This design comes from an exercise in tuning for small area and a short achievable clock period on the open sky130 flow, not from production work. RTL that was checked went through simulation tests only; none was proved equivalent to the original. Function not checked in runs 1 to 5: the RTL went through the layout flow alone. The flow treats the clock pin as an ideal source, which a real chip does not have. Power figures rest on the tool's default switching activity, not on a simulated workload.

==> flow/design.v <==
module mem_responder #(
   parameter int          DEPTH_WORDS = 64,
   parameter int          WAIT_CYCLES = 2,
   parameter logic [31:0] PASS_ADR    = 32'd84,
   parameter logic [31:0] PASS_DATA   = 32'd71,
   parameter logic [31:0] ALLOW_ADR   = 32'd80
) (
   input  logic        CLK,
   input  logic        Reset,
   input  logic        MemReq,
   input  logic        MemWrite,
   input  logic [31:0] DataAdr,
   input  logic [31:0] WriteData,
   input  logic [3:0]  ByteEn,
   output logic [31:0] ReadData,
   output logic        MemReady,
   output logic        Done,
   output logic        Pass
);
   localparam int NG = 8;                   
   localparam int NL = 8;                   
   logic s1, s2, resp;
   logic idle;
   assign idle = ~(s1 | s2 | resp);
   always_ff @(posedge CLK or posedge Reset) begin
      if (Reset) begin
         s1   <= 1'b0;
         s2   <= 1'b0;
         resp <= 1'b0;
      end else begin
         s1   <= idle & MemReq;
         s2   <= s1;
         resp <= s2;
      end
   end
   assign MemReady = resp;
   logic [NL-1:0] cap_lo;       
   logic [NG-1:0] cap_hi;       
   logic          cap_hi0;      
   logic [31:0]   cap_dat;
   logic [3:0]    cap_be;
   logic          cap_wr;
   logic unused_adr_lsb;
   assign unused_adr_lsb = ^DataAdr[1:0];
   always_ff @(posedge CLK) begin
      if (idle) begin
         for (int i = 0; i < NL; i++) cap_lo[i] <= (DataAdr[4:2] == 3'(i));
         for (int i = 0; i < NG; i++) cap_hi[i] <= (DataAdr[7:5] == 3'(i));
         cap_hi0 <= ~|DataAdr[31:8];
         cap_dat <= WriteData;
         cap_be  <= ByteEn;
         cap_wr  <= MemWrite;
      end
   end
   logic        mem_ph;
   logic [31:0] mem_q [DEPTH_WORDS];
   logic [31:0] col;
   logic        commit, commit_h;
   logic        st_commit;    
   always_ff @(posedge CLK) begin
      mem_ph <= ~mem_ph;
   end
   always_ff @(posedge CLK or posedge Reset) begin
      if (Reset) st_commit <= 1'b0;
      else       st_commit <= s2 & cap_wr;
   end
   assign commit   = st_commit;
   assign commit_h = resp & cap_wr;
   assign col      = cap_dat ^ {32{mem_ph}};
   for (genvar w = 0; w < DEPTH_WORDS; w++) begin : g_word
      logic        hit;
      logic [3:0]  wr_set;
      logic [3:0]  wr_hold;
      logic [31:0] nxt;
      assign hit     = cap_hi[w / NL] & cap_lo[w % NL];
      assign wr_set  =  ({4{commit   & hit}} & cap_be);
      assign wr_hold = ~({4{commit_h & hit}} & cap_be);
      for (genvar b = 0; b < 32; b++) begin : g_bit
         assign nxt[b] = ~((mem_q[w][b] | wr_set[b/8]) & (col[b] | wr_hold[b/8]));
      end
      always_ff @(posedge CLK) mem_q[w] <= nxt;
   end
   logic          rd_en;
   logic [NG-1:0] hi_rd;
   logic [31:0]   grp [NG];
   logic [31:0]   rd_mux;
   logic [31:0]   rd_q;
   assign rd_en = s2 & ~cap_wr;
   assign hi_rd = cap_hi & {NG{rd_en}};
   always_comb begin
      for (int g = 0; g < NG; g++) begin
         grp[g] = '0;
         for (int l = 0; l < NL; l++)
            grp[g] = grp[g] | (mem_q[g*NL + l] & {32{cap_lo[l]}});
      end
      rd_mux = '0;
      for (int g = 0; g < NG; g++)
         rd_mux = rd_mux | (grp[g] & {32{hi_rd[g]}});
   end
   always_ff @(posedge CLK or posedge Reset) begin
      if (Reset) rd_q <= '0;
      else       rd_q <= rd_mux ^ {32{rd_en & mem_ph}};
   end
   assign ReadData = rd_q;
   logic done_q, pass_q;
   logic hit_pass, hit_allow;
   assign hit_pass  = cap_hi0 && cap_hi[PASS_ADR[7:5]] && cap_lo[PASS_ADR[4:2]]
                      && (cap_dat == PASS_DATA);
   assign hit_allow = cap_hi0 && cap_hi[ALLOW_ADR[7:5]] && cap_lo[ALLOW_ADR[4:2]];
   always_ff @(posedge CLK or posedge Reset) begin
      if (Reset) begin
         done_q <= 1'b0;
         pass_q <= 1'b0;
      end else if (commit && !done_q) begin
         if (hit_pass) begin
            done_q <= 1'b1;
            pass_q <= 1'b1;
         end else if (!hit_allow) begin
            done_q <= 1'b1;
            pass_q <= 1'b0;
         end
      end
   end
   assign Done = done_q;
   assign Pass = pass_q;
endmodule
==> flow/flow/run.sh <==
#!/bin/bash
# Standard synthesis and layout; only the repair target margin differs from
# the default flow (repair_timing -setup_margin). Each tool's output goes
# to its own log in the work folder (ORFS also keeps per-step logs in orfs/logs).
set -euo pipefail
bash standard.sh synth > synth.log 2>&1
bash standard.sh SETUP_SLACK_MARGIN=6 finish > layout.log 2>&1
==> flow/standard.sh <==
#!/bin/bash
# synth_recipe.tcl (not shown) runs the flow's synth.tcl, then flattens the netlist and writes it again
# the make line also repeats each setting of config.mk as NAME=value (left out here)
make -C /OpenROAD-flow-scripts/flow DESIGN_CONFIG=/design/flow/config.mk WORK_HOME=/design/flow/orfs CLKGATE_MAP_FILE= SYNTH_SCRIPT=/design/flow/synth_recipe.tcl "${@:-finish}"
==> flow/config.mk <==
export PLATFORM = sky130hd
export DESIGN_NAME = mem_responder
export DESIGN_NICKNAME = mem_responder
export VERILOG_FILES = /design/flow/design.v
export SDC_FILE = /design/flow/constraint.sdc
export NUM_CORES = 4
export LEC_CHECK = 0
export CAP_MARGIN = 20
export CORE_MARGIN = 2
export CORE_UTILIZATION = 40
export SLEW_MARGIN = 20
==> flow/constraint.sdc <==
create_clock -name core_clock -period 10.0 [get_ports {CLK}]
set_input_delay 2.0000 -clock core_clock [delete_from_list [all_inputs] [get_ports {CLK}]]
set_output_delay 2.0000 -clock core_clock [all_outputs]
set_load 0.01 [all_outputs]
==> out/results.tsv, run 1 <==
metric	value	unit
grt-busiest-layer	met2	
required	10.69	ns
status	no timing/DRC/antenna violations	
tightest_slew	1.327	ns
fillers	16663	
hold_viol	0	
vias_per_cell	6.857	
worst_path_max_delay_cell	nand2_1	
ys_types	32	
worstReg2RegEnd	mem_q[61][21]$_DFF_P_	
stdcell_count	9267	
tns	0	ns
hold_buffers	0	
syn_area_per_cell	10.66	µm²
drv_cap	0	
synth_flop_cell	dfxtp_1	
worst_setup_path_start_kind	flip-flop	
yosys.area.top_type	dfxtp_1	
critical_path_class	reg2reg	
ant_nets	0	
regToRegSetupSlack	5.91	ns
port_buffers	104	
rsz0062_at_grt	true	
met1_usage	0.3816	
cts_tree	done	
path_max_fanout	149	
placementRows	156	
grt_pass1_vias	59655	
cts-buffers-inserted	205	
antenna_found_initial	6	
fp.dieW	431.6	µm
cts_max_level	4	
clock_latency	0.86	ns
use_met3	0.05943	
dp_cells	8884	
drc	0	
p_leak	30.30	nW
wl	272000	µm
max-slew-margin-rel	0.09244	
core	181100	µm²
critPathMaxStageDelay	0.79	ns
cp-end-kind	flip-flop	
setup_viol	0	
vias	63546	
yosysWarnings	3	
drive_above_1_share	0.07294	
period_needed	4.094	ns
worstHoldPathType	reg2reg	
path_clk_slew	0.06	ns
die-area	186300	µm²
detail_route.wl_per_cell	29.35	µm
fmax	244.3	MHz
synthCells	6864	
powerDensity	333.8	nW/µm²
cts_sinks	2141	
syn2layout_area_growth	13.25	%
worstSetupStartpoint	cap_lo[5]$_DFFE_PN_	
first_iter_violations	8453	
clk_path_buf_depth	3	
grt_pass1_wl	397200	µm
place_congestion	0.8906	
synth_area_leaders	dfxtp_1, o22ai_1, a22oi_1	
finalCritPeriodShare	0.4094	
synth_seq_cells	2141	
yosysTopAreaCellShare	0.5608	
place_hpwl	161000	µm
path_cells	buf_12 -> buf_4 -> nand2_1 -> nor2_1 -> o22ai_1	
ys_seq_area_frac	0.5959	
dieHeight	431.6	µm
synth_edf_count	54	
slew_violations	0	
grt_use_total	0.2797	
grt-ovfl-total	0	
grt_max_degree	150	
syn_area	73150	µm²
drt_first_pass_iters	6	
cts_root_buf	clkbuf_16	
ff2ff_path_depth	5	
nets	6795	
crit_arrival	4.78	ns
async_flop_share	0.01775	
setup.worst_path.end	mem_q[61][21]$_DFF_P_	
post-route-util	0.4574	
syn_nets	6936	
r2r_start	cap_lo[5]$_DFFE_PN_	
ir_drop	0.0002192	V
met2_usage	0.4125	
start_util	0.4038	
finalClockSkew	0.04019	ns
ios	107	
-- synth_stat cells (32+ instances only) --
master	n
dfxtp_1	2049
o22ai_1	2048
a22oi_1	1025
nand2_1	351
buf_2	275
nor2_1	262
clkbuf_1	200
a41oi_1	192
nand4_1	67
a2111oi_0	62
buf_6	56
edfxtp_1	54
dfrtp_1	38
xnor2_1	32
xor2_1	32
-- critical path: cells and delay by family, from the launching register on --
kind | cells | cell delay (ns)
AO/OA/AOI/OAI | 1 | 0.19
buffers and inverters | 2 | 1.29
flip-flops | 1 | 0.73
AND/OR/NAND/NOR | 2 | 1.53
-- metal layers --
| metal | routed length, µm | vias up |
|---|---|---|
| met5 | 32 | - |
| met4 | 15860 | 6 |
| met3 | 27900 | 706 |
| met2 | 117600 | 3842 |
| met1 | 110600 | 31522 |
| li1 | - | 27470 |
-- cells in the final DEF (no fill, tap or decap), drive strengths merged, types with 2 or more instances in the layout --
| cell type | n |
|---|---|
| nand2 | 351 |
| nand4 | 67 |
| edfxtp | 54 |
| nor2 | 262 |
| o22ai | 2048 |
| clkdlybuf4s50 | 103 |
| dfxtp | 2049 |
| nand3b | 7 |
| and2 | 37 |
| nor3 | 5 |
| dfrtp | 38 |
| nor4b | 3 |
| buf | 104 |
| nor3b | 6 |
| and3b | 4 |
| xor2 | 32 |
| inv | 11 |
| and3 | 15 |
| clkinv | 50 |
| nor4 | 11 |
| bufinv | 15 |
| nand3 | 2 |
| a22oi | 1025 |
| a2111oi | 62 |
| clkbuf | 302 |
| clkinvlp | 4 |
| xnor2 | 32 |
| a41oi | 192 |
-- flip-flops by register name (all words and copies together), names as in the netlist --
name,count
pass_q,1
resp,1
mem_ph,1
cap_lo,8
rd_q,32
mem_q,2048
cap_hi,8
cap_dat,32
cap_be,4
s1,1
s2,1
cap_hi0,1
done_q,1
cap_wr,1
st_commit,1
-- per-stage QoR --
stage | instance area [µm²] | setup slack (ns) | hold WS, ns | total power, mW
after floorplan | 73150 | 6.867 | 0.3487 | 17.09
after global placement | 75800 | 5.889 | 0.4170 | 19.21
after detailed placement | 75810 | 5.838 | 0.4278 | 19.51
after CTS | 82830 | 5.999 | 0.4362 | 27.45
after global routing | 82840 | 5.997 | 0.4414 | 28.71
final | 82840 | 5.906 | 0.4326 | 27.65
-- cell families after synthesis --
logic type	share of synthesized area
XOR/XNOR	0.007663
flip-flops	0.5959
buffers and inverters	0.03996
AO/OA/AOI/OAI	0.3110
AND/OR/NAND/NOR	0.04545
-- final cells by class --
| type | count | area, µm² | share of cell area |
|---|---|---|---|
| clock buffers | 302 | 6166 | 0.07443 |
| diodes | 1 | 2.502 | 0.00003021 |
| inverters | 2 | 7.507 | 0.00009062 |
| repair buffers | 208 | 1944 | 0.02347 |
| well taps | 2370 | 2965 | 0.03579 |
| multi-input cells | 4165 | 27340 | 0.3300 |
| flip-flops and latches | 2141 | 43600 | 0.5263 |
| clock inverters | 78 | 820.8 | 0.009908 |
-- report_power, final --
part           internal [mW]  total [mW]  switching [mW]
Clock                   4.65        8.04            3.39
Combinational           2.16        6.07            3.91
Sequential              11.8        13.5            1.76
Total                   18.6        27.6            9.06
-- timing repair --
action                                  CTS  global route
endpoints found under the setup margin   70           125
resized for setup                         5             4
buffers inserted                          2             0
pin swaps                                 1             0
-- how the worst min path moves through the flow --
stage / startpoint / to / cells after the start
3_5_place_dp: mem_q[12][6]$_DFF_P_ / mem_q[12][6]$_DFF_P_ / 1
4_1_cts: mem_q[40][24]$_DFF_P_ / mem_q[40][24]$_DFF_P_ / 1
3_3_place_gp: mem_q[35][14]$_DFF_P_ / mem_q[35][14]$_DFF_P_ / 1
2_1_floorplan: s2$_DFF_PP0_ / resp$_DFF_PP0_ / 0
6_report: mem_q[9][6]$_DFF_P_ / mem_q[9][6]$_DFF_P_ / 1
5_1_grt: mem_q[20][26]$_DFF_P_ / mem_q[20][26]$_DFF_P_ / 1
==> inputs of run 2 (changes only) <==
--- a/flow/flow/run.sh
+++ b/flow/flow/run.sh
@@ -6,2 +6,2 @@
 bash standard.sh synth > synth.log 2>&1
-bash standard.sh SETUP_SLACK_MARGIN=6 finish > layout.log 2>&1
+bash standard.sh SETUP_SLACK_MARGIN=7 finish > layout.log 2>&1
==> out/results.tsv, run 2 <==
metric	value	unit	change
async_flop_share	0.01775		unchanged
stdcell_count	9282		+0.16%
synth_compound_area_frac	0.3110		unchanged
ant_nets	0		unchanged
tns	0	ns	unchanged
tightest_slew	1.255	ns	-0.07176 ns
critPathMaxStageDelay	0.50	ns	-0.29 ns
placementRows	156		unchanged
met1_usage	0.3819		about the same
synthCells	6864		unchanged
status	no timing/DRC/antenna violations		
worst_path_max_delay_cell	dfrtp_2		
setup_viol	0		unchanged
max-slew-margin-rel	0.1632		+0.07072
hp-start	mem_q[9][1]$_DFF_P_		
path_max_fanout	1		-99%
synthSimpleGateAreaFrac	0.04545		unchanged
grt-ovfl-total	0		unchanged
ys_types	32		unchanged
worstReg2RegEnd	mem_q[36][7]$_DFF_P_		
ys_seq_area_frac	0.5959		unchanged
synth-xor-area-share	0.007663		unchanged
ios	107		unchanged
path_clk_slew	0.06	ns	about the same
ff2ff_path_depth	5		unchanged
syn_area	73150	µm²	unchanged
synth_edf_count	54		unchanged
fillers	16585		-0.47%
wl	275200	µm	+1.2%
p_leak	30.64	nW	+1.1%
hold_viol	0		unchanged
clock_latency	0.86	ns	about the same
finalClockSkew	0.04222	ns	+0.002033 ns
ir_drop	0.0002190	V	-0.11%
regMostFlops	mem_q		
synthAdderAreaFrac	0		unchanged
cts_sinks	2141		unchanged
dieHeight	431.6	µm	unchanged
cp-end-kind	primary output		
drv_cap	0		unchanged
place_congestion	0.8595		-3.5%
detail_route.wl_per_cell	29.65	µm	+1.0%
regToRegSetupSlack	6.92	ns	+1.01 ns
first_iter_violations	8566		+1.3%
cts_tree	done		
die-area	186300	µm²	unchanged
crit_family	flip-flops		
grt_max_degree	145		-3.3%
crit_buf_inv	1		-1
vias	63598		+0.082%
critical_path_class	reg2out		
whs_endpoint	mem_q[9][1]$_DFF_P_		
finalCritPeriodShare	0.3516		-0.05785
dp_cells	8877		-0.079%
hold_slack	0.4312	ns	-0.001409 ns
worstHoldPathType	reg2reg		
slew_violations	0		unchanged
fmax	284.4	MHz	+16%
rsz0062_at_grt	true		
met2_usage	0.4215		+0.008947
required	8.00	ns	-2.69 ns
synth_seq_cells	2141		unchanged
synthTopCellsByCount	dfxtp_1, o22ai_1, a22oi_1		
antenna_found_initial	8		+2
syn_area_per_cell	10.66	µm²	unchanged
vias_per_cell	6.852		about the same
synth_area_leaders	dfxtp_1, o22ai_1, a22oi_1		
worst_setup_path_start_kind	flip-flop		
powerDensity	333.9	nW/µm²	about the same
yosysTopAreaCellShare	0.5608		unchanged
mostFrequentLayoutCells	o22ai_1, dfxtp_1, a22oi_1		
path_cells	buf_6		
port_buffers	104		unchanged
syn2layout_area_growth	14.73	%	
crit_arrival	1.52	ns	-3.26 ns
syn_nets	6936		unchanged
hold_buffers	0		unchanged
yosys.area.top_type	dfxtp_1		
drc	0		unchanged
start_util	0.4038		unchanged
holdPathStages	1		unchanged
yosysWarnings	3		unchanged
core	181100	µm²	unchanged
synthMuxAreaShare	0		unchanged
top_regs	mem_q: 2048 flops, cap_dat: 32 flops, rd_q: 32 flops		
clk_path_buf_depth	3		unchanged
largest_register_ffs	2048		unchanged
synth_flop_cell	dfxtp_1		
r2r_start	cap_lo[4]$_DFFE_PN_		
drt_first_pass_iters	6		unchanged
drive_above_1_share	0.1007		+0.02780
use_met3	0.06164		+0.002211
grt_use_total	0.2828		+0.003091
grt-busiest-layer	met2		
place_hpwl	160200	µm	-0.46%
fp.dieW	431.6	µm	unchanged
grt_pass1_wl	401700	µm	+1.1%
cts_root_buf	clkbuf_16		
grt_pass1_vias	60372		+1.2%
yosysMostFrequentCell	dfxtp_1		
synth_top_family_by_area	compound AO/OA/AOI/OAI gates		
cts_max_level	4		unchanged
period_needed	3.516	ns	-0.5785 ns
nets	6805		+0.15%
cts-buffers-inserted	209		+2.0%
==> run 2: layout make-up <==
type	instances	area, µm²	share of cell area
Clock buffer	317	6332	0.07546
Sequential cell	2141	43610	0.5196
Antenna cell	3	7.507	0.00008946
Timing Repair Buffer	213	2093	0.02494
Clock inverter	70	915.9	0.01091
Multi-Input combinational cell	4166	27990	0.3336
Inverter	2	7.507	0.00008946
Tap cell	2370	2965	0.03534
==> run 2: where the power goes <==
part           internal, mW  total, mW  switching [mW]
clock network          4.83       8.26            3.43
registers              11.8       13.6            1.77
logic                  2.21       6.21            4.00
total                  18.8       28.0            9.20
==> run 2: per-layer routing <==
layer | part of all wire | vias up
met3 | 0.10 | 639
met4 | 0.054 | 4
li1 | - | 27485
met5 | 0.00015 | -
met2 | 0.44 | 3815
met1 | 0.40 | 31655
==> run 2: worst max-delay path by stage <==
| stage | slack (ns) | cells after the start | startpoint | end |
|---|---|---|---|---|
| final | 6.48 | 1 | rd_q[12]$_DFF_PP0_ | ReadData[12] |
| after global routing | 6.49 | 1 | rd_q[13]$_DFF_PP0_ | ReadData[13] |
| after CTS | 6.45 | 1 | rd_q[12]$_DFF_PP0_ | ReadData[12] |
| after floorplan | 7.14 | 1 | Reset | done_q$_DFFE_PP0P_ |
| after detailed placement | 6.02 | 5 | cap_lo[5]$_DFFE_PN_ | mem_q[61][21]$_DFF_P_ |
| after global placement | 6.06 | 5 | cap_lo[5]$_DFFE_PN_ | mem_q[61][4]$_DFF_P_ |
==> run 2: metrics by stage <==
stage                     worst slack, ns  power, mW    util  cell area (µm²)
final                               6.484      28.02  0.4633            83920
after global routing                6.487      29.08  0.4633            83910
after CTS                           6.454      27.75  0.4616            83620
after detailed placement            6.022      19.49  0.4184            75790
after global placement              6.062      19.17  0.4183            75770
after floorplan                     7.139      17.09       -            73160
==> run 2: logic make-up after synthesis <==
| family | after synthesis |
|---|---|
| AOI/OAI and AO/OA | 3329 |
| xor gates and xnor gates | 64 |
| buffers and inverters | 558 |
| DFF | 2141 |
| and+or+nand+nor | 772 |
==> run 2: what timing repair did <==
| item | CTS | global route |
|---|---|---|
| setup buffers | 10 | 1 |
| cloned | 4 | 0 |
| endpoints found under the setup margin | 1889 | 882 |
| gates resized for setup | 288 | 104 |
| pin swaps | 6 | 2 |
==> inputs of run 3 (changes only) <==
==> flow/flow/run.sh (replaced) <==
#!/bin/bash
# Standard synthesis (the standard.sh), then ORFS's standard layout steps
# with these changes: a larger repair_timing setup margin, clock-tree and
# port-buffer options. Each tool's output goes to its own log in the work
# folder (ORFS also keeps per-step logs in orfs/logs).
set -euo pipefail
bash standard.sh synth > synth.log 2>&1
bash standard.sh SETUP_SLACK_MARGIN=7 \
  CTS_ARGS="-sink_clustering_enable -repair_clock_nets -dont_use_dummy_load -sink_clustering_size 24 -sink_clustering_max_diameter 80" \
  BUFFER_PORTS_ARGS="-buffer_cell sky130_fd_sc_hd__buf_2" \
  finish > layout.log 2>&1
==> out/results.tsv, run 3 <==
metric	value	unit	change
powerDensity	307.8	nW/µm²	-7.8%
ios	107		unchanged
seq_area	43610	µm²	about the same
regMostFlops	mem_q		
antenna_found_initial	6		-2
placementRows	156		unchanged
slew_violations	0		unchanged
cts-buffers-inserted	105		-50%
drc	0		unchanged
synthAdderAreaFrac	0		unchanged
start_util	0.4038		unchanged
cts_sinks	2141		unchanged
grt_max_degree	149		+2.8%
largest_register_ffs	2048		unchanged
pre_cts_slack	5.891	ns	-0.1314 ns
p_total	24.35	mW	-13%
worstHoldPathType	reg2reg		
worst_setup_path_start_kind	flip-flop		
max-slew-margin-rel	0.1936		+0.03047
yosysTopAreaCellShare	0.5608		unchanged
critPathMaxStageDelay	0.50	ns	about the same
drt_first_pass_iters	8		+2
cts_tree	done		
p_leak	28.49	nW	-7.0%
port_buffers	104		unchanged
swShare	0.3485		+0.02013
finalCritPeriodShare	0.3440		-0.007587
p_comb_frac	0.257		+0.035
fillers	16981		+2.4%
crit_buf_inv	1		unchanged
path_clk_slew	0.09	ns	+0.03 ns
core	181100	µm²	unchanged
cts_root_buf	clkbuf_16		
nets	6728		-1.1%
fmax	290.7	MHz	+2.2%
critical_path_class	reg2out		
grt_use_total	0.2762		-0.006619
worst_slack	6.560	ns	+0.07587 ns
vias	63218		-0.60%
synth_seq_cells	2141		unchanged
synthMuxAreaShare	0		unchanged
synthTopCellsByCount	dfxtp_1, o22ai_1, a22oi_1		
path_cells	buf_6		
syn_nets	6936		unchanged
die-area	186300	µm²	unchanged
drv_cap	0		unchanged
clock_latency	0.78	ns	-0.08 ns
detail_route.wl_per_cell	30.43	µm	+2.6%
required	8.00	ns	about the same
clk_path_buf_depth	3		unchanged
grt-ovfl-total	0		unchanged
place_hpwl	159600	µm	-0.37%
first_iter_violations	8824		+3.0%
ys_seq_area_frac	0.5959		unchanged
setup_viol	0		unchanged
yosysMostFrequentCell	dfxtp_1		
crit_arrival	1.44	ns	-0.08 ns
clockPowerShare	0.188		-0.107
multi_input_area	27850	µm²	-0.50%
grt_pass1_wl	394100	µm	-1.9%
drive_above_1_share	0.07439		-0.02635
hold_buffers	0		unchanged
tightest_slew	1.210	ns	-0.04571 ns
vias_per_cell	7.003		+2.2%
finalClockSkew	0.09512	ns	+0.05290 ns
synthCells	6864		unchanged
syn_area_per_cell	10.66	µm²	unchanged
fp.dieW	431.6	µm	unchanged
path_max_fanout	1		unchanged
synth_compound_area_frac	0.3110		unchanged
wl	274700	µm	-0.19%
synthSimpleGateAreaFrac	0.04545		unchanged
syn2layout_area_growth	8.157	%	
period_needed	3.440	ns	-0.07587 ns
dieHeight	431.6	µm	unchanged
post-route-util	0.4368		-0.02653
grt_pass1_vias	59055		-2.2%
synth_area_leaders	dfxtp_1, o22ai_1, a22oi_1		
synth_edf_count	54		unchanged
yosysWarnings	3		unchanged
ir_drop	0.0001708	V	-22%
ys_types	32		unchanged
worst_path_max_delay_cell	dfrtp_2		
cts_max_level	3		-1
top_regs	mem_q: 2048 flops, cap_dat: 32 flops, rd_q: 32 flops		
ant_nets	0		unchanged
status	no timing/DRC/antenna violations		
syn_area	73150	µm²	unchanged
synth-xor-area-share	0.007663		unchanged
synth_top_family_by_area	compound AO/OA/AOI/OAI gates		
mostFrequentLayoutCells	o22ai_1, dfxtp_1, a22oi_1		
yosys.area.top_type	dfxtp_1		
async_flop_share	0.01775		unchanged
netSwitchingPower	8.487	mW	-7.8%
seq_power_share	0.555		+0.071
synth_flop_cell	dfxtp_1		
rsz0062_at_grt	true		
cp-end-kind	primary output		
p_int	15.87	mW	-16%
place_congestion	0.8714		+1.4%
hold_viol	0		unchanged
crit_family	flip-flops		
tns	0	ns	unchanged
run 3: cell types whose count changed in the layout (fill, tap and decap cells not counted), sizes merged:
cell,change
clkdlybuf4s50,-69
clkinvlp,-4
buf,+92
clkinv,-45
clkbuf,-207
bufinv,-18
inv,-3
bufbuf,-1
run 3: worst paths after layout:
check	from	end	slack, ns	depth (start not counted)
max	rd_q[14]$_DFF_PP0_	ReadData[14]	6.56	1
min	mem_q[41][25]$_DFF_P_	mem_q[41][25]$_DFF_P_	0.43	1
max reg2reg	cap_lo[0]$_DFFE_PN_	rd_q[24]$_DFF_PP0_	6.85	9
min reg2reg	mem_q[41][25]$_DFF_P_	mem_q[41][25]$_DFF_P_	0.43	1
max in group asynchronous	Reset	rd_q[19]$_DFF_PP0_	8.04	3
min in group asynchronous	Reset	done_q$_DFFE_PP0P_	1.38	3
run 3: cells by family after synthesis:
family / count (synthesis)
AOI/OAI and AO/OA: 3329
DFF: 2141
and+or+nand+nor: 772
buffers and inverters: 558
xor gates and xnor gates: 64
run 3: timing repair:
action | CTS | global route
endpoints found under the setup margin | 2014 | 932
buffers inserted | 23 | 4
resized for setup | 122 | 75
gates cloned | 2 | 9
hold endpoints to repair | 0 | 0
pin swaps | 5 | 5
run 3: through the flow:
step	cell area, µm²	hold WS (ns)	instances
after floorplan	73160	0.3487	6864
after global placement	75280	0.4173	8878
after detailed placement	75330	0.4278	8881
after CTS	78650	0.4340	9011
after global routing	79110	0.4464	9024
final	79110	0.4313	9027
run 3: power groups by stage:
stage	Combinational (mW)	Clock, mW	Sequential [mW]
2_1_floorplan	3.96	0	13.1
3_3_place_gp	5.64	0	13.5
3_5_place_dp	5.81	0	13.6
4_1_cts	5.95	4.61	13.4
5_1_grt	6.63	4.91	13.8
6_report	6.26	4.57	13.5
run 3: area by class of cell:
| class | instances | share of cell area |
|---|---|---|
| Clock buffer | 105 | 0.03321 |
| Multi-Input combinational cell | 4166 | 0.3520 |
| Antenna cell | 3 | 0.00009489 |
| Sequential cell | 2141 | 0.5512 |
| Timing Repair Buffer | 240 | 0.02591 |
| Tap cell | 2370 | 0.03748 |
| Inverter | 2 | 0.00009489 |
run 3: routing by layer:
layer	vias to the layer above	track usage	part of all wire
li1	27161	-	-
met1	31484	0.3811	0.40
met2	3863	0.4079	0.43
met3	700	0.05411	0.11
met4	10	0.1459	0.059
met5	-	0	0.00026
==> inputs of run 4 (changes only) <==
--- a/flow/flow/run.sh
+++ b/flow/flow/run.sh
@@ -8,3 +8,3 @@
 bash standard.sh SETUP_SLACK_MARGIN=7 \
-  CTS_ARGS="-sink_clustering_enable -repair_clock_nets -dont_use_dummy_load -sink_clustering_size 24 -sink_clustering_max_diameter 80" \
+  CTS_ARGS="-sink_clustering_enable -repair_clock_nets -dont_use_dummy_load -buf_list sky130_fd_sc_hd__clkbuf_8 -sink_clustering_size 16" \
   BUFFER_PORTS_ARGS="-buffer_cell sky130_fd_sc_hd__buf_2" \
==> out/results.tsv, run 4 <==
metric	value	unit	change
top_regs	mem_q: 2048 flops, cap_dat: 32 flops, rd_q: 32 flops		
placementRows	156		unchanged
regMostFlops	mem_q		
hold_viol	0		unchanged
ys_types	32		unchanged
worstHoldPathType	reg2reg		
slew_violations	0		unchanged
synth_area_leaders	dfxtp_1, o22ai_1, a22oi_1		
worst_path_max_delay_cell	dfrtp_2		
cts_root_buf	clkbuf_8		
critPathMaxStageDelay	0.48	ns	-0.02 ns
core	181100	µm²	unchanged
ios	107		unchanged
mostFrequentLayoutCells	o22ai_1, dfxtp_1, a22oi_1		
worstSetupStartpoint	rd_q[12]$_DFF_PP0_		
yosysMostFrequentCell	dfxtp_1		
ys_seq_area_frac	0.5959		unchanged
cts_sinks	2141		unchanged
worst_setup_path_start_kind	flip-flop		
path_max_fanout	1		unchanged
path_cells	buf_6		
drv_cap	0		unchanged
crit_arrival	1.69	ns	+0.25 ns
drc	0		unchanged
setup_viol	0		unchanged
synthCells	6864		unchanged
synth_edf_count	54		unchanged
detail_route.wl_per_cell	30.00	µm	-1.4%
die-area	186300	µm²	unchanged
ant_nets	0		unchanged
antenna_found_initial	6		unchanged
period_needed	3.690	ns	+0.2504 ns
port_buffers	104		unchanged
critical_path_class	reg2out		
syn2layout_area_growth	10.91	%	
start_util	0.4038		unchanged
grt_pass1_wl	401400	µm	+1.8%
clock_latency	1.09	ns	+0.31 ns
fmax	271.0	MHz	-6.8%
cts_tree	done		
dp_cells	8881		unchanged
fp.dieW	431.6	µm	unchanged
place_hpwl	159600	µm	unchanged
tns	0	ns	unchanged
syn_area_per_cell	10.66	µm²	unchanged
async_flop_share	0.01775		unchanged
r2r_start	cap_lo[4]$_DFFE_PN_		
yosysTopAreaCellShare	0.5608		unchanged
grt_max_degree	149		unchanged
dieHeight	431.6	µm	unchanged
p_leak	29.70	nW	+4.2%
grt-ovfl-total	0		unchanged
cts_max_level	5		+2
synth_seq_cells	2141		unchanged
synth_flop_cell	dfxtp_1		
grt_use_total	0.2822		+0.006025
cp-end-kind	primary output		
powerDensity	320.6	nW/µm²	+4.2%
max-slew-margin-rel	0.1843		-0.009355
finalCritPeriodShare	0.3690		+0.02504
ir_drop	0.0001911	V	+12%
drt_first_pass_iters	7		-1
finalClockSkew	0.08490	ns	-0.01022 ns
clk_path_buf_depth	4		+1
stdcell_count	9270		+2.7%
hp-start	mem_q[16][3]$_DFF_P_		
crit_family	flip-flops		
regToRegSetupSlack	6.90	ns	+0.05 ns
required	8.00	ns	about the same
tightest_slew	1.224	ns	+0.01403 ns
first_iter_violations	8169		-7.4%
cts-buffers-inserted	348		+230%
synthTopCellsByCount	dfxtp_1, o22ai_1, a22oi_1		
place_congestion	0.8714		unchanged
wl	278100	µm	+1.3%
largest_register_ffs	2048		unchanged
nets	6968		+3.6%
drive_above_1_share	0.1020		+0.02758
syn_nets	6936		unchanged
vias	64280		+1.7%
grt_pass1_vias	61137		+3.5%
hold_buffers	0		unchanged
status	no timing/DRC/antenna violations		
yosysWarnings	3		unchanged
crit_buf_inv	1		unchanged
yosys.area.top_type	dfxtp_1		
path_clk_slew	0.06	ns	-0.03 ns
rsz0062_at_grt	true		
vias_per_cell	6.934		-0.99%
syn_area	73150	µm²	unchanged
-- run 4: cell counts after synthesis --
Identical to the previous run, type by type.
-- run 4: layer usage --
metal / track usage / vias to the layer above / share of wire
met5: 0 / - / 0.000097
met4: 0.1565 / 4 / 0.058
met3: 0.06603 / 747 / 0.11
met2: 0.4152 / 4122 / 0.43
met1: 0.3811 / 31771 / 0.40
li1: - / 27636 / -
-- run 4: cell families after synthesis --
group,count (synthesis),share of synthesized area
compound gates,3329,0.3110
xor+xnor,64,0.007663
buf+inv,558,0.03996
flops,2141,0.5959
simple gates,772,0.04545
-- run 4: layout make-up --
class	instances	area, µm²
fill	16833	100000
sequential	2141	43610
multi-input combinational	4165	27720
clock buffer	348	4790
tap	2370	2965
timing repair buffer	238	2028
antenna	6	15.01
inverter	2	7.507
-- run 4: timing repair --
item                        CTS  global route
gates resized for setup      87            62
cloned                        3             6
setup endpoints to repair  1909           532
buffers inserted             23             3
pin swaps                     5             3
-- run 4: per-stage QoR --
| step | area, µm² | worst slack [ns] | power [mW] | util | hold WS (ns) |
|---|---|---|---|---|---|
| floorplan | 73160 | 7.139 | 17.09 | - | 0.3487 |
| global placement | 75280 | 5.906 | 19.13 | 0.4156 | 0.4173 |
| detailed placement | 75330 | 5.891 | 19.44 | 0.4159 | 0.4278 |
| CTS | 80750 | 6.235 | 25.69 | 0.4458 | 0.4349 |
| global route | 81120 | 6.282 | 27.09 | 0.4478 | 0.4410 |
| finish | 81130 | 6.310 | 26.01 | 0.4479 | 0.4331 |
-- run 4: power breakdown --
group | internal, mW | total [mW] | switching, mW
logic | 2.23 | 6.25 | 4.02
registers | 11.8 | 13.5 | 1.75
clock network | 3.07 | 6.22 | 3.15
total | 17.1 | 26.0 | 8.92
-- run 4: worst paths after layout --
kind / to / cells past startpoint
worst max register to register: mem_q[28][0]$_DFF_P_ / 5
min in group asynchronous: rd_q[2]$_DFF_PP0_ / 3
worst min-delay path: mem_q[16][3]$_DFF_P_ / 1
worst max-delay path: ReadData[12] / 1
max in group asynchronous: rd_q[30]$_DFF_PP0_ / 3
worst min register to register: mem_q[16][3]$_DFF_P_ / 1
==> inputs of run 5 (changes only) <==
--- a/flow/flow/run.sh
+++ b/flow/flow/run.sh
@@ -8,3 +8,3 @@
 bash standard.sh SETUP_SLACK_MARGIN=7 \
-  CTS_ARGS="-sink_clustering_enable -repair_clock_nets -dont_use_dummy_load -buf_list sky130_fd_sc_hd__clkbuf_8 -sink_clustering_size 16" \
+  CTS_ARGS="-sink_clustering_enable -repair_clock_nets -dont_use_dummy_load -sink_clustering_size 30 -sink_clustering_max_diameter 100" \
   BUFFER_PORTS_ARGS="-buffer_cell sky130_fd_sc_hd__buf_2" \
--- a/flow/config.mk
+++ b/flow/config.mk
@@ -9,3 +9,4 @@
 export CORE_MARGIN = 2
-export CORE_UTILIZATION = 40
+export CORE_UTILIZATION = 65
+export PLACE_DENSITY = 0.75
 export SLEW_MARGIN = 20
==> out/results.tsv, run 5 <==
metric	value	unit	change
die-area	115200	µm²	-38%
hold_viol	0		unchanged
grt_pass1_wl	369900	µm	-7.8%
regMostFlops	mem_q		
crit_buf_inv	1		unchanged
nets	6687		-4.0%
ir_drop	0.0002114	V	+11%
synth_edf_count	54		unchanged
stdcell_count	8118		-12%
placed_area	74170	µm²	-1.5%
clk_path_buf_depth	3		-1
crit_family	flip-flops		
cts-buffers-inserted	81		-77%
dieHeight	339.5	µm	-21%
worstSetupStartpoint	rd_q[31]$_DFF_PP0_		
cp-end-kind	primary output		
ys_seq_area_frac	0.5959		unchanged
stdcell_area	77100	µm²	-5.0%
top_regs	mem_q: 2048 flops, cap_dat: 32 flops, rd_q: 32 flops		
synthCells	6864		unchanged
largest_register_ffs	2048		unchanged
cts_tree	done		
first_iter_violations	10642		+30%
tightest_slew	1.267	ns	+0.04367 ns
synth_seq_cells	2141		unchanged
setup_viol	0		unchanged
worst_slack	6.655	ns	+0.3452 ns
drc	0		unchanged
start_util	0.6529		+0.2491
r2r_start	cap_lo[4]$_DFFE_PN_		
grt_pass1_vias	58192		-4.8%
synth_flop_cell	dfxtp_1		
synth_area_leaders	dfxtp_1, o22ai_1, a22oi_1		
grt-ovfl-total	0		unchanged
ys_types	32		unchanged
fp.dieW	339.5	µm	-21%
syn_area	73150	µm²	unchanged
finalClockSkew	0.06071	ns	-0.02418 ns
place_hpwl	149700	µm	-6.2%
grt_use_total	0.4147		+0.1325
drive_above_1_share	0.07243		-0.02954
slew_violations	0		unchanged
syn2layout_area_growth	5.402	%	
p_leak	28.10	nW	-5.4%
max-slew-margin-rel	0.1552		-0.02911
yosysMostFrequentCell	dfxtp_1		
tns	0	ns	unchanged
syn_nets	6936		unchanged
hp-start	mem_q[7][27]$_DFF_P_		
yosys.area.top_type	dfxtp_1		
crit_arrival	1.34	ns	-0.35 ns
ant_nets	0		unchanged
cts_root_buf	clkbuf_16		
required	8.00	ns	about the same
period_needed	3.345	ns	-0.3452 ns
path_max_fanout	1		unchanged
grt_max_degree	139		-6.7%
path_cells	buf_6		
port_buffers	104		unchanged
vias	63819		-0.72%
drv_cap	0		unchanged
finalCritPeriodShare	0.3345		-0.03452
place_congestion	0.9031		+3.6%
critPathMaxStageDelay	0.49	ns	about the same
async_flop_share	0.01775		unchanged
yosysTopAreaCellShare	0.5608		unchanged
worstHoldPathType	reg2reg		
rsz0062_at_grt	true		
worst_setup_path_start_kind	flip-flop		
yosysWarnings	3		unchanged
pre_cts_slack	6.098	ns	+0.2066 ns
synthTopCellsByCount	dfxtp_1, o22ai_1, a22oi_1		
detail_route.wl_per_cell	31.28	µm	+4.3%
post-route-util	0.6882		+0.2403
syn_area_per_cell	10.66	µm²	unchanged
hold_slack	0.4365	ns	+0.003471 ns
ios	107		unchanged
path_clk_slew	0.10	ns	+0.04 ns
hold_buffers	0		unchanged
p_total	23.67	mW	-9.0%
placementRows	123		-21%
cts_sinks	2141		unchanged
wl	253900	µm	-8.7%
drt_first_pass_iters	7		unchanged
status	no timing/DRC/antenna violations		
worst_path_max_delay_cell	dfrtp_2		
fmax	299.0	MHz	+10%
mostFrequentLayoutCells	o22ai_1, dfxtp_1, a22oi_1		
core	112000	µm²	-38%
critical_path_class	reg2out		
powerDensity	307.0	nW/µm²	-4.2%
cts_max_level	3		-2
antenna_found_initial	10		+4
clock_latency	0.73	ns	-0.36 ns
vias_per_cell	7.861		+13%
dp_cells	8014		-9.8%
## run 5: final cells by class
cell class                      instances  area (µm²)
Sequential cell                      2141       43600
Fill cell                            8650       34940
Timing Repair Buffer                  224        1829
Multi-Input combinational cell       4165       27750
Antenna cell                            5       12.51
Tap cell                             1500        1877
Inverter                                2       7.507
Clock buffer                           81        2027
## run 5: path summary, 6_finish.rpt
kind,endpoint,slack (ns),cells past startpoint
max reg2reg,mem_q[12][18]$_DFF_P_,6.91,5
max in group asynchronous,rd_q[31]$_DFF_PP0_,7.80,3
max,ReadData[31],6.66,1
min,mem_q[7][27]$_DFF_P_,0.44,1
min reg2reg,mem_q[7][27]$_DFF_P_,0.44,1
min in group asynchronous,done_q$_DFFE_PP0P_,1.50,3
## run 5: cells by family after synthesis
| kind of cell | Yosys count | synth area share |
|---|---|---|
| XOR/XNOR | 64 | 0.007663 |
| flip-flops | 2141 | 0.5959 |
| buffers and inverters | 558 | 0.03996 |
| AND/OR/NAND/NOR | 772 | 0.04545 |
| AO/OA/AOI/OAI | 3329 | 0.3110 |
## run 5: timing repair
item,in CTS,in global routing
endpoints found under the setup margin,1906,804
endpoints found under the hold margin,0,0
setup buffers,9,2
cloned,4,3
pin swaps,4,0
resized for setup,129,60
## run 5: where the power goes
part	leakage [nW]	switching (mW)	internal, mW
combinational	8.97	3.94	2.18
clock	0.998	2.55	1.47
sequential	18.1	1.77	11.8
total	28.1	8.27	15.4
## run 5: metal layers
| layer | vias to the layer above | track usage | share of wire |
|---|---|---|---|
| li1 | 27048 | - | - |
| met1 | 31102 | 0.5749 | 0.38 |
| met2 | 4849 | 0.5922 | 0.42 |
| met5 | - | 0 | 0.0014 |
| met4 | 25 | 0.2068 | 0.055 |
| met3 | 795 | 0.1210 | 0.14 |
==> inputs of run 6 (changes only) <==
--- a/flow/design.v
+++ b/flow/design.v
@@ -39,5 +39,7 @@
    logic          cap_hi0;      
-   logic [31:0]   cap_dat;
+   logic [31:0]   cap_col;      
+   logic          cap_d_pass;   
    logic [3:0]    cap_be;
    logic          cap_wr;
+   logic          mem_ph;       
    logic unused_adr_lsb;
@@ -49,3 +51,4 @@
          cap_hi0 <= ~|DataAdr[31:8];
-         cap_dat <= WriteData;
+         cap_col    <= WriteData ^ {32{~mem_ph}};
+         cap_d_pass <= (WriteData == PASS_DATA);
          cap_be  <= ByteEn;
@@ -54,3 +57,2 @@
    end
-   logic        mem_ph;
    logic [31:0] mem_q [DEPTH_WORDS];
@@ -68,3 +70,3 @@
    assign commit_h = resp & cap_wr;
-   assign col      = cap_dat ^ {32{mem_ph}};
+   assign col      = cap_col;
    for (genvar w = 0; w < DEPTH_WORDS; w++) begin : g_word
@@ -107,3 +109,3 @@
    assign hit_pass  = cap_hi0 && cap_hi[PASS_ADR[7:5]] && cap_lo[PASS_ADR[4:2]]
-                      && (cap_dat == PASS_DATA);
+                      && cap_d_pass;
    assign hit_allow = cap_hi0 && cap_hi[ALLOW_ADR[7:5]] && cap_lo[ALLOW_ADR[4:2]];
==> out/results.tsv, run 6 <==
metric	value	unit	change
syn_area	73010	µm²	-0.18%
hold_slack	0.4337	ns	-0.002826 ns
antenna_found_initial	10		unchanged
drive_above_1_share	0.06314		-0.009290
synthCells	6898		+0.50%
clk_path_buf_depth	3		unchanged
grt-ovfl-total	0		unchanged
finalCritPeriodShare	0.3306		-0.003867
port_buffers	104		unchanged
stdcell_count	8107		-0.14%
ios	107		unchanged
place_congestion	0.8919		-1.2%
period_needed	3.306	ns	-0.03867 ns
die-area	115000	µm²	-0.18%
ir_drop	0.0001938	V	-8.3%
syn_area_per_cell	10.58	µm²	-0.68%
placed_area	73530	µm²	-0.86%
cp-end-kind	primary output		
vias	63795		-0.038%
start_util	0.6579		+0.005051
hold_viol	0		unchanged
drv_cap	0		unchanged
p_leak	27.78	nW	-1.1%
rsz0062_at_grt	true		
critical_path_class	reg2out		
syn2layout_area_growth	4.649	%	
async_flop_share	0.01774		about the same
crit_family	flip-flops		
powerDensity	308.0	nW/µm²	+0.32%
top_regs	mem_q: 2048 flops, cap_col: 32 flops, rd_q: 32 flops		
status	no timing/DRC/antenna violations		
worstHoldPathType	reg2reg		
drc	0		unchanged
wl	252200	µm	-0.69%
finalClockSkew	0.04724	ns	-0.01347 ns
dieHeight	339.2	µm	about the same
fp.dieW	339.2	µm	about the same
syn_nets	6970		+0.49%
grt_max_degree	143		+2.9%
nets	6678		-0.13%
core	111000	µm²	-0.95%
synth_area_leaders	dfxtp_1, o22ai_1, a22oi_1		
grt_pass1_wl	370600	µm	+0.20%
grt_pass1_vias	58979		+1.4%
slew_violations	0		unchanged
cts_root_buf	clkbuf_16		
stdcell_area	76410	µm²	-0.90%
synth_flop_cell	dfxtp_1		
p_total	23.53	mW	-0.58%
grt_use_total	0.4148		about the same
largest_register_ffs	2048		unchanged
cts-buffers-inserted	81		unchanged
required	8.00	ns	about the same
ys_seq_area_frac	0.5974		+0.001504
synth_seq_cells	2142		+0.047%
tightest_slew	1.347	ns	+0.07951 ns
path_cells	buf_6		
ys_types	32		unchanged
yosysTopAreaCellShare	0.5618		+0.001028
cts_sinks	2142		+0.047%
synthTopCellsByCount	dfxtp_1, o22ai_1, a22oi_1		
drt_first_pass_iters	9		+2
clock_latency	0.73	ns	about the same
critPathMaxStageDelay	0.43	ns	-0.06 ns
crit_arrival	1.31	ns	-0.03 ns
yosys.area.top_type	dfxtp_1		
synth_edf_count	55		+1.9%
setup_viol	0		unchanged
mostFrequentLayoutCells	o22ai_1, dfxtp_1, a22oi_1		
placementRows	122		-0.81%
max-slew-margin-rel	0.1022		-0.05301
ant_nets	0		unchanged
yosysWarnings	3		unchanged
vias_per_cell	7.869		about the same
hold_buffers	0		unchanged
tns	0	ns	unchanged
place_hpwl	147200	µm	-1.7%
dp_cells	8001		-0.16%
fmax	302.5	MHz	+1.2%
cts_tree	done		
crit_buf_inv	1		unchanged
detail_route.wl_per_cell	31.11	µm	-0.56%
regMostFlops	mem_q		
path_max_fanout	2		+1
cts_max_level	3		unchanged
worst_path_max_delay_cell	dfrtp_2		
path_clk_slew	0.11	ns	about the same
first_iter_violations	10763		+1.1%
worst_setup_path_start_kind	flip-flop		
yosysMostFrequentCell	dfxtp_1		
fillers	8570		-0.92%
run 6: changes by cell type after synthesis, moves of 7 or more:
| cell | previous run | this run |
|---|---|---|
| buf_6 | 56 | 49 |
| buf_2 | 275 | 126 |
| buf_4 | 17 | 6 |
| xnor2_1 | 32 | 64 |
| clkbuf_1 | 200 | 369 |
| buf_1 | 8 | 38 |
| xor2_1 | 32 | 0 |
run 6: path summary, 6_finish.rpt:
| kind | slack (ns) | startpoint | end | cells after the start |
|---|---|---|---|---|
| worst max-delay path | 6.69 | resp$_DFF_PP0_ | MemReady | 1 |
| worst min-delay path | 0.43 | mem_q[25][29]$_DFF_P_ | mem_q[25][29]$_DFF_P_ | 1 |
| worst max register to register | 6.86 | cap_lo[7]$_DFFE_PN_ | rd_q[23]$_DFF_PP0_ | 7 |
| worst min register to register | 0.43 | mem_q[25][29]$_DFF_P_ | mem_q[25][29]$_DFF_P_ | 1 |
| max in group asynchronous | 7.91 | Reset | st_commit$_DFF_PP0_ | 3 |
| min in group asynchronous | 1.52 | Reset | s1$_DFF_PP0_ | 3 |
run 6: cell families (layout without fill, tap and decap cells):
logic type | count (synthesis) | in the layout | share of synthesized area
xor gates and xnor gates | 64 | 64 | 0.007677
buffers and inverters | 590 | 296 | 0.03784
and+or+nand+nor | 772 | 772 | 0.04546
AOI/OAI and AO/OA | 3330 | 3330 | 0.3116
other | 0 | 15 | 0
DFF | 2142 | 2142 | 0.5974
run 6: through the flow:
step                worst slack, ns    util
floorplan                     7.139       -
global placement              6.250  0.6626
detailed placement            6.201  0.6626
CTS                           6.681  0.6854
global route                  6.665  0.6882
finish                        6.694  0.6885
run 6: report_power, final:
group / leakage (nW) / switching (mW) / internal [mW] / total [mW]
combinational: 8.64 / 3.93 / 2.13 / 6.06
clock: 0.998 / 2.54 / 1.47 / 4.01
sequential: 18.1 / 1.70 / 11.8 / 13.5
run 6: layout make-up:
class,count,area [µm²],area share
sequential,2142,43630,0.5710
multi-input combinational,4166,27160,0.3555
clock buffer,81,2027,0.02653
tap,1488,1862,0.02437
timing repair buffer,213,1683,0.02202
antenna,15,37.54,0.0004913
inverter,2,7.507,0.00009825
run 6: what timing repair did:
action | in CTS | in global routing
gates cloned | 2 | 2
setup buffers | 3 | 3
pin swaps | 2 | 0
endpoints found under the setup margin | 1585 | 848
resized for setup | 139 | 64
run 6: metal layers:
layer	vias to the layer above	wire, µm	track usage
met2	4928	105700	0.5829
met1	31025	94780	0.5738
met5	-	69	0.004085
met4	8	14370	0.2151
met3	787	37290	0.1288
li1	27047	-	-
==> inputs of run 7 (changes only) <==
--- a/flow/design.v
+++ b/flow/design.v
@@ -36,3 +36,3 @@
    assign MemReady = resp;
-   logic [NL-1:0] cap_lo;       
+   logic [NL-1:0] cap_nlo;      
    logic [NG-1:0] cap_hi;       
@@ -48,6 +48,7 @@
       if (idle) begin
-         for (int i = 0; i < NL; i++) cap_lo[i] <= (DataAdr[4:2] == 3'(i));
+         for (int i = 0; i < NL; i++) cap_nlo[i] <= (DataAdr[4:2] != 3'(i));
          for (int i = 0; i < NG; i++) cap_hi[i] <= (DataAdr[7:5] == 3'(i));
          cap_hi0 <= ~|DataAdr[31:8];
-         cap_col    <= WriteData ^ {32{~mem_ph}};
+         for (int i = 0; i < 32; i++)
+            cap_col[i] <= (WriteData[i] ^ ~mem_ph) | ~ByteEn[i/8];
          cap_d_pass <= (WriteData == PASS_DATA);
@@ -74,9 +75,9 @@
       logic [3:0]  wr_set;
-      logic [3:0]  wr_hold;
+      logic        wr_hold;
       logic [31:0] nxt;
-      assign hit     = cap_hi[w / NL] & cap_lo[w % NL];
+      assign hit     = cap_hi[w / NL] & ~cap_nlo[w % NL];
       assign wr_set  =  ({4{commit   & hit}} & cap_be);
-      assign wr_hold = ~({4{commit_h & hit}} & cap_be);
+      assign wr_hold = ~(commit_h & hit);
       for (genvar b = 0; b < 32; b++) begin : g_bit
-         assign nxt[b] = ~((mem_q[w][b] | wr_set[b/8]) & (col[b] | wr_hold[b/8]));
+         assign nxt[b] = ~((mem_q[w][b] | wr_set[b/8]) & (col[b] | wr_hold));
       end
@@ -85,3 +86,4 @@
    logic          rd_en;
-   logic [NG-1:0] hi_rd;
+   logic [NG-1:0] nhi_rd;
+   logic          rd_flip;
    logic [31:0]   grp [NG];
@@ -90,12 +92,13 @@
    assign rd_en = s2 & ~cap_wr;
-   assign hi_rd = cap_hi & {NG{rd_en}};
+   assign nhi_rd  = ~(cap_hi & {NG{rd_en}});
+   assign rd_flip = mem_ph | ~rd_en;
    always_comb begin
       for (int g = 0; g < NG; g++) begin
-         grp[g] = '0;
+         grp[g] = '1;
          for (int l = 0; l < NL; l++)
-            grp[g] = grp[g] | (mem_q[g*NL + l] & {32{cap_lo[l]}});
+            grp[g] = grp[g] & (mem_q[g*NL + l] | {32{cap_nlo[l]}});
       end
-      rd_mux = '0;
+      rd_mux = '1;
       for (int g = 0; g < NG; g++)
-         rd_mux = rd_mux | (grp[g] & {32{hi_rd[g]}});
+         rd_mux = rd_mux & (grp[g] | {32{nhi_rd[g]}});
    end
@@ -103,3 +106,3 @@
       if (Reset) rd_q <= '0;
-      else       rd_q <= rd_mux ^ {32{rd_en & mem_ph}};
+      else       rd_q <= rd_mux ^ {32{rd_flip}};
    end
@@ -108,5 +111,5 @@
    logic hit_pass, hit_allow;
-   assign hit_pass  = cap_hi0 && cap_hi[PASS_ADR[7:5]] && cap_lo[PASS_ADR[4:2]]
+   assign hit_pass  = cap_hi0 && cap_hi[PASS_ADR[7:5]] && !cap_nlo[PASS_ADR[4:2]]
                       && cap_d_pass;
-   assign hit_allow = cap_hi0 && cap_hi[ALLOW_ADR[7:5]] && cap_lo[ALLOW_ADR[4:2]];
+   assign hit_allow = cap_hi0 && cap_hi[ALLOW_ADR[7:5]] && !cap_nlo[ALLOW_ADR[4:2]];
    always_ff @(posedge CLK or posedge Reset) begin
==> out/results.tsv, run 7 <==
metric	value	unit	change
async_flop_share	0.01774		unchanged
cts-buffers-inserted	81		unchanged
largest_register_ffs	2048		unchanged
wl_met3	42770	µm	+15%
status	no timing/DRC/antenna violations		
hold_slack	0.4337	ns	-0.00001900 ns
vias_per_cell	7.965		+1.2%
cts_root_buf	clkbuf_16		
p_int	14.47	mW	-5.8%
drive_above_1_share	0.07752		+0.01438
period_needed	3.382	ns	+0.07564 ns
path_max_fanout	1		-1
seq_power_share	0.619		+0.047
cts_max_level	3		unchanged
dr.max_layer_used	met5		
hold_viol	0		unchanged
clock_latency	0.73	ns	about the same
worst_path_max_delay_cell	dfrtp_2		
synth_flop_cell	dfxtp_1		
fmax	295.7	MHz	-2.2%
crit_buf_inv	1		unchanged
port_buffers	104		unchanged
p_comb_frac	0.190		-0.068
synth_area_leaders	dfxtp_1, o22ai_1, edfxtp_1		
regToRegSetupSlack	6.88	ns	+0.02 ns
grt_max_degree	85		-41%
drc	0		unchanged
syn_nets	6972		+0.029%
tns	0	ns	unchanged
dieHeight	336.0	µm	-0.92%
rsz0062_at_grt	true		
critPathMaxStageDelay	0.50	ns	+0.07 ns
antenna_found_initial	5		-5
nets	6601		-1.2%
tightest_slew	1.226	ns	-0.1208 ns
ant_nets	0		unchanged
ir_drop	0.0001912	V	-1.3%
clockPowerShare	0.191		+0.020
yosysTopAreaCellShare	0.5724		+0.01058
worstReg2RegEnd	rd_q[30]$_DFF_PP0_		
required	8.00	ns	about the same
path_clk_slew	0.11	ns	about the same
max-slew-margin-rel	0.1827		+0.08053
place_hpwl	147800	µm	+0.41%
ios	107		unchanged
cp.depth	1		unchanged
synthCells	6900		+0.029%
finalClockSkew	0.06548	ns	+0.01824 ns
first_iter_violations	9573		-11%
setup.worst_path.end	ReadData[30]		
path_cells	buf_6		
placementRows	121		-0.82%
powerDensity	278.6	nW/µm²	-9.5%
die-area	112900	µm²	-1.8%
yosys.area.top_type	dfxtp_1		
grt_use_total	0.4453		+0.03049
clk_path_buf_depth	3		unchanged
wl_met1	93760	µm	-1.1%
hold_buffers	0		unchanged
ys_types	34		+6.3%
place_congestion	0.9244		+3.6%
grt_pass1_wl	377500	µm	+1.9%
r2r_start	cap_nlo[7]$_DFFE_PN_		
setup_viol	0		unchanged
crit_arrival	1.38	ns	+0.07 ns
wl_met2	105500	µm	-0.17%
drt_first_pass_iters	7		-2
ys_seq_area_frac	0.6087		+0.01126
mostFrequentLayoutCells	o22ai_1, dfxtp_1, nor2_1		
top_regs	mem_q: 2048 flops, cap_col: 32 flops, rd_q: 32 flops		
start_util	0.6565		-0.001410
regMostFlops	mem_q		
slew_violations	0		unchanged
yosysMostFrequentCell	o22ai_1		
detail_route.wl_per_cell	32.79	µm	+5.4%
fp.dieW	336.0	µm	-0.92%
yosysWarnings	3		unchanged
dp_cells	7899		-1.3%
drv_cap	0		unchanged
cp-end-kind	primary output		
stdcell_count	8010		-1.2%
ff2ff_path_depth	7		unchanged
core	109200	µm²	-1.6%
syn2layout_area_growth	5.210	%	
netSwitchingPower	6.540	mW	-20%
critical_path_class	reg2out		
wl	262700	µm	+4.2%
synth_seq_cells	2142		unchanged
cts_tree	done		
grt-ovfl-total	0		unchanged
cts_sinks	2142		unchanged
p_leak	26.63	nW	-4.1%
syn_area	71660	µm²	-1.8%
swShare	0.3113		-0.03590
finalCritPeriodShare	0.3382		+0.007564
syn_area_per_cell	10.39	µm²	-1.9%
worst_setup_path_start_kind	flip-flop		
vias	63798		+0.0047%
crit_family	flip-flops		
worstHoldPathType	reg2reg		
synthTopCellsByCount	o22ai_1, dfxtp_1, clkbuf_1		
synth_edf_count	55		unchanged
worstSetupStartpoint	rd_q[30]$_DFF_PP0_		
worst_slack	6.618	ns	-0.07564 ns
final_common_cell	o22ai_1		
grt_pass1_vias	58904		-0.13%
pre_cts_slack	5.961	ns	-0.2400 ns
==> run 7: changes by cell type in the layout (fill, tap and decap cells not counted), moves of 51 or more <==
cell,before,now
o22ai_1,2048,3117
a22oi_1,1025,0
a41oi_1,190,0
nand2_1,337,172
nor4_1,12,127
o41ai_1,0,90
nor2_1,195,264
nand4_1,68,3
nor2_2,58,2
buf_4,79,130
==> run 7: layout make-up <==
cell class / instances / area [µm²]
sequential: 2142 / 43630
timing repair buffer: 271 / 2440
antenna: 7 / 17.52
fill: 8247 / 33760
inverter: 3 / 12.51
clock buffer: 81 / 2027
multi-input combinational: 4030 / 25430
tap: 1476 / 1847
==> run 7: kinds of logic after synthesis <==
logic type,after synthesis,synth area share
AOI/OAI and AO/OA,3267,0.2907
xor gates and xnor gates,64,0.007822
buffers and inverters,728,0.04501
DFF,2142,0.6087
and+or+nand+nor,699,0.04775
==> run 7: what timing repair did <==
item	4_1_cts	5_1_grt
gates cloned	9	2
hold endpoints to repair	0	0
resized for setup	119	53
setup buffers	6	6
pin swaps	0	1
setup endpoints to repair	1512	257
==> run 7: worst min path at each step <==
stage	start	to	slack, ns	cells after the start
after global routing	mem_q[30][27]$_DFF_P_	mem_q[30][27]$_DFF_P_	0.45	1
after floorplan	mem_q[0][0]$_DFF_P_	mem_q[0][0]$_DFF_P_	0.41	1
final	mem_q[9][28]$_DFF_P_	mem_q[9][28]$_DFF_P_	0.43	1
after CTS	mem_q[9][27]$_DFF_P_	mem_q[9][27]$_DFF_P_	0.44	1
after global placement	mem_q[58][8]$_DFF_P_	mem_q[58][8]$_DFF_P_	0.42	1
after detailed placement	s1$_DFF_PP0_	s2$_DFF_PP0_	0.42	0
==> run 7: power by group through the flow <==
stage               sequential, mW  clock (mW)  combinational (mW)
finish                        13.0        4.02                3.99
detailed placement            13.1           0                3.62
global placement              13.0           0                3.44
floorplan                     12.7           0                2.59
global route                  13.3        4.28                4.20
CTS                           12.9        3.98                3.75
==> run 7: stage by stage <==
stage               cell area [µm²]  total power [mW]  utilization
finish                        75400             21.01       0.6907
global route                  75380             21.75       0.6906
CTS                           75010             20.65       0.6872
detailed placement            72040             16.73       0.6599
global placement              72030             16.41       0.6599
floorplan                     71680             15.30            -
==> run 7: routing by layer <==
metal / GRT usage / vias up
met5: 0.01319 / -
met4: 0.2954 / 8
met3: 0.1636 / 1129
met2: 0.6145 / 5105
met1: 0.5827 / 30833
li1: - / 26723
==> inputs of run 8 (changes only) <==
--- a/flow/flow/run.sh
+++ b/flow/flow/run.sh
@@ -3,4 +3,6 @@
 # with these changes: a larger repair_timing setup margin, clock-tree and
-# port-buffer options. Each tool's output goes to its own log in the work
-# folder (ORFS also keeps per-step logs in orfs/logs).
+# port-buffer options, and a pre-CTS step (flow/pre_cts.tcl) that moves the
+# registers driving output ports next to their port buffers. Each tool's
+# output goes to its own log in the work folder (ORFS also keeps per-step
+# logs in orfs/logs).
 set -euo pipefail
@@ -10,2 +12,3 @@
   BUFFER_PORTS_ARGS="-buffer_cell sky130_fd_sc_hd__buf_2" \
+  PRE_CTS_TCL="$PWD/flow/pre_cts.tcl" \
   finish > layout.log 2>&1
==> flow/flow/pre_cts.tcl (new file) <==
# Move each register that drives an output port next to that port's output
# buffer (which placement puts at the pin), so the register drives a short
# wire; the path into the register has slack to spare. Placement is then
# legalised again.
set block [ord::get_db_block]
set moved 0
foreach bterm [$block getBTerms] {
  if {[$bterm getIoType] != "OUTPUT"} { continue }
  set net [$bterm getNet]
  if {$net == "NULL"} { continue }
  set buf ""
  foreach it [$net getITerms] {
    if {[$it isOutputSignal]} { set buf [$it getInst] }
  }
  if {$buf == ""} { continue }
  set ff ""
  foreach it [$buf getITerms] {
    if {[$it isInputSignal] && [$it getNet] != "NULL"} {
      foreach d [[$it getNet] getITerms] {
        if {[$d isOutputSignal]} { set ff [$d getInst] }
      }
    }
  }
  if {$ff == ""} { continue }
  if {![[$ff getMaster] isSequential]} { continue }
  set loc [$buf getLocation]
  $ff setLocation [lindex $loc 0] [lindex $loc 1]
  $ff setPlacementStatus PLACED
  incr moved
}
puts "pre_cts: moved $moved output registers next to their port buffers"
detailed_placement
--- a/flow/config.mk
+++ b/flow/config.mk
@@ -9,4 +9,4 @@
 export CORE_MARGIN = 2
-export CORE_UTILIZATION = 65
-export PLACE_DENSITY = 0.75
+export CORE_UTILIZATION = 75
+export PLACE_DENSITY = 0.85
 export SLEW_MARGIN = 20
==> out/results.tsv, run 8 <==
metric	value	unit	change
tightest_slew	1.223	ns	-0.002766 ns
cts_sinks	2142		unchanged
syn2layout_area_growth	5.810	%	
synthMuxAreaShare	0		unchanged
path_max_fanout	26		+25
core	94870	µm²	-13%
mostFrequentLayoutCells	o22ai_1, dfxtp_1, nor2_1		
hold_viol	0		unchanged
synth_edf_count	55		unchanged
worst_setup_path_start_kind	flip-flop		
cts-buffers-inserted	81		unchanged
slew_violations	0		unchanged
max-slew-margin-rel	0.1845		+0.001845
dp_cells	7683		-2.7%
yosysTopAreaCellShare	0.5724		unchanged
synth_area_leaders	dfxtp_1, o22ai_1, edfxtp_1		
cp-end-kind	flip-flop		
ios	107		unchanged
finalClockSkew	0.05606	ns	-0.009426 ns
synth_compound_area_frac	0.2907		unchanged
wl	276400	µm	+5.2%
top_regs	mem_q: 2048 flops, cap_col: 32 flops, rd_q: 32 flops		
p_leak	27.01	nW	+1.4%
grt_max_degree	84		-1.2%
regMostFlops	mem_q		
grt_use_total	0.5270		+0.08171
synth_top_family_by_area	compound AO/OA/AOI/OAI gates		
required	10.57	ns	+2.57 ns
grt_pass1_wl	390700	µm	+3.5%
detail_route.wl_per_cell	35.32	µm	+7.7%
rsz0062_at_grt	true		
tns	0	ns	unchanged
worstHoldPathType	reg2reg		
dieHeight	313.1	µm	-6.8%
ys_types	34		unchanged
die-area	98040	µm²	-13%
first_iter_violations	14000		+46%
ys_seq_area_frac	0.6087		unchanged
setup_viol	0		unchanged
placementRows	113		-6.6%
syn_area_per_cell	10.39	µm²	unchanged
antenna_found_initial	17		+12
finalCritPeriodShare	0.3428		+0.004653
nets	6617		+0.24%
grt-ovfl-total	0		unchanged
largest_register_ffs	2048		unchanged
drc	0		unchanged
place_congestion	0.9777		+5.8%
crit_arrival	4.00	ns	+2.62 ns
stdcell_count	7826		-2.3%
syn_nets	6972		unchanged
fmax	291.7	MHz	-1.4%
yosysMostFrequentCell	o22ai_1		
syn_area	71660	µm²	unchanged
synthTopCellsByCount	o22ai_1, dfxtp_1, clkbuf_1		
status	no timing/DRC/antenna violations		
port_buffers	104		unchanged
synthCells	6900		unchanged
ant_nets	0		unchanged
final_common_cell	o22ai_1		
place_hpwl	147200	µm	-0.41%
synth_seq_cells	2142		unchanged
synth-xor-area-share	0.007822		unchanged
fp.dieW	313.1	µm	-6.8%
yosysWarnings	3		unchanged
vias_per_cell	8.591		+7.9%
cts_tree	done		
path_clk_slew	0.12	ns	about the same
async_flop_share	0.01774		unchanged
drive_above_1_share	0.08421		+0.006688
clock_latency	0.72	ns	about the same
drt_first_pass_iters	14		+7
multi_input_area	25780	µm²	+1.4%
synthSimpleGateAreaFrac	0.04775		unchanged
period_needed	3.428	ns	+0.04653 ns
synthAdderAreaFrac	0		unchanged
ir_drop	0.0002100	V	+9.8%
critical_path_class	reg2reg		
synth_flop_cell	dfxtp_1		
seq_area	43630	µm²	unchanged
grt_pass1_vias	62705		+6.5%
vias	67237		+5.4%
fillers	5789		-30%
yosys.area.top_type	dfxtp_1		
hold_buffers	0		unchanged
start_util	0.7554		+0.09886
drv_cap	0		unchanged
powerDensity	281.6	nW/µm²	+1.1%
-- run 8: cells by family after synthesis --
family | after synthesis
compound gates | 3267
flops | 2142
buf+inv | 728
simple gates | 699
xor+xnor | 64
-- run 8: final cells by class --
cell class | instances | area share
Multi-Input combinational cell | 4030 | 0.3400
Timing Repair Buffer | 287 | 0.03632
Sequential cell | 2142 | 0.5753
Antenna cell | 18 | 0.0005940
Tap cell | 1265 | 0.02087
Inverter | 3 | 0.0001485
Clock buffer | 81 | 0.02673
-- run 8: layer usage --
metal | global-route usage | up-vias | part of all wire | wire (µm)
li1 | - | 26759 | - | -
met1 | 0.6449 | 31615 | 0.32 | 88430
met2 | 0.7207 | 6817 | 0.39 | 107300
met3 | 0.2412 | 2022 | 0.19 | 52260
met4 | 0.4009 | 24 | 0.10 | 28030
met5 | 0.02224 | - | 0.0012 | 326
-- run 8: through the flow --
stage	setup WS (ns)	power, mW	instance area (µm²)	hold WS (ns)	util
final	6.572	21.35	75830	0.4402	0.7993
after global routing	6.733	21.91	75780	0.4454	0.7988
after CTS	6.727	20.73	75010	0.4386	0.7906
after detailed placement	5.728	16.80	71780	0.4271	0.7566
after global placement	5.771	16.41	71760	0.4172	0.7564
after floorplan	7.139	15.30	71680	0.4118	-
-- run 8: path summary, 6_finish.rpt --
kind | startpoint | to | slack, ns | depth (start not counted)
max reg2reg | s2$_DFF_PP0_ | rd_q[16]$_DFF_PP0_ | 6.57 | 6
min in group asynchronous | Reset | rd_q[27]$_DFF_PP0_ | 1.23 | 2
min reg2reg | mem_q[7][18]$_DFF_P_ | mem_q[7][18]$_DFF_P_ | 0.44 | 1
max in group asynchronous | Reset | rd_q[22]$_DFF_PP0_ | 8.25 | 3
min | mem_q[7][18]$_DFF_P_ | mem_q[7][18]$_DFF_P_ | 0.44 | 1
max | s2$_DFF_PP0_ | rd_q[16]$_DFF_PP0_ | 6.57 | 6
-- run 8: repair_timing --
| item | in CTS | in global routing |
|---|---|---|
| pin swaps | 1 | 4 |
| cloned | 16 | 8 |
| buffers inserted | 11 | 8 |
| endpoints found under the setup margin | 312 | 434 |
| resized for setup | 100 | 104 |
-- run 8: worst max-delay path, cell delays in order (launching register included) --
cell and delay (ns):
dfrtp_2 0.60, nor2b_1 0.44, nand2_1 0.29, buf_4 0.39
o22ai_1 0.89, nor4_2 0.18, xnor2_1 0.45
-- run 8: where the power goes --
group	leakage, nW	total (mW)	switching (mW)	internal (mW)
combinational	7.91	4.28	2.70	1.59
clock	0.998	4.01	2.54	1.47
sequential	18.1	13.1	1.62	11.4

## afterwards: timing with drivers on the ports
How much do the figures lean on ideal ports? The routed layouts below were timed once more, with nothing changed but the port constraints. Step 1, drivers: a clkbuf_16 drives CLK and a buf_2 each remaining input, both assumed. Step 2 moves the port delays by t, midway between the first and last clock arrival at a register: inputs arrive t later, outputs are due t later. That takes back most of the time a late clock gives input paths. Slacks: ideal / step 1 / step 2; pairs: ideal / step 1.
run | t, ns | setup WS [ns] | clock arrival spread, ns | worst slew at a driven data input, ns
run 1 | 0.930 | 5.906 / 5.906 / 5.906 | 0.044 / 0.044 | 0.07
run 2 | 0.929 | 6.484 / 6.401 / 6.437 | 0.047 / 0.047 | 0.06
run 3 | 0.817 | 6.560 / 6.473 / 6.819 | 0.096 / 0.097 | 0.06
run 4 | 1.122 | 6.310 / 6.230 / 6.737 | 0.085 / 0.086 | 0.06
run 5 | 0.785 | 6.655 / 6.572 / 6.908 | 0.061 / 0.060 | 0.08
run 6 | 0.782 | 6.694 / 6.618 / 6.663 | 0.051 / 0.051 | 0.04
run 7 | 0.774 | 6.618 / 6.543 / 6.688 | 0.067 / 0.067 | 0.10
run 8 | 0.776 | 6.572 / 6.572 / 6.452 | 0.066 / 0.066 | 0.09
After both steps every run listed still meets setup and hold. For run 8, which loses most, drivers alone change the setup slack by 0.000 ns; drivers and shift together by -0.120 ns.
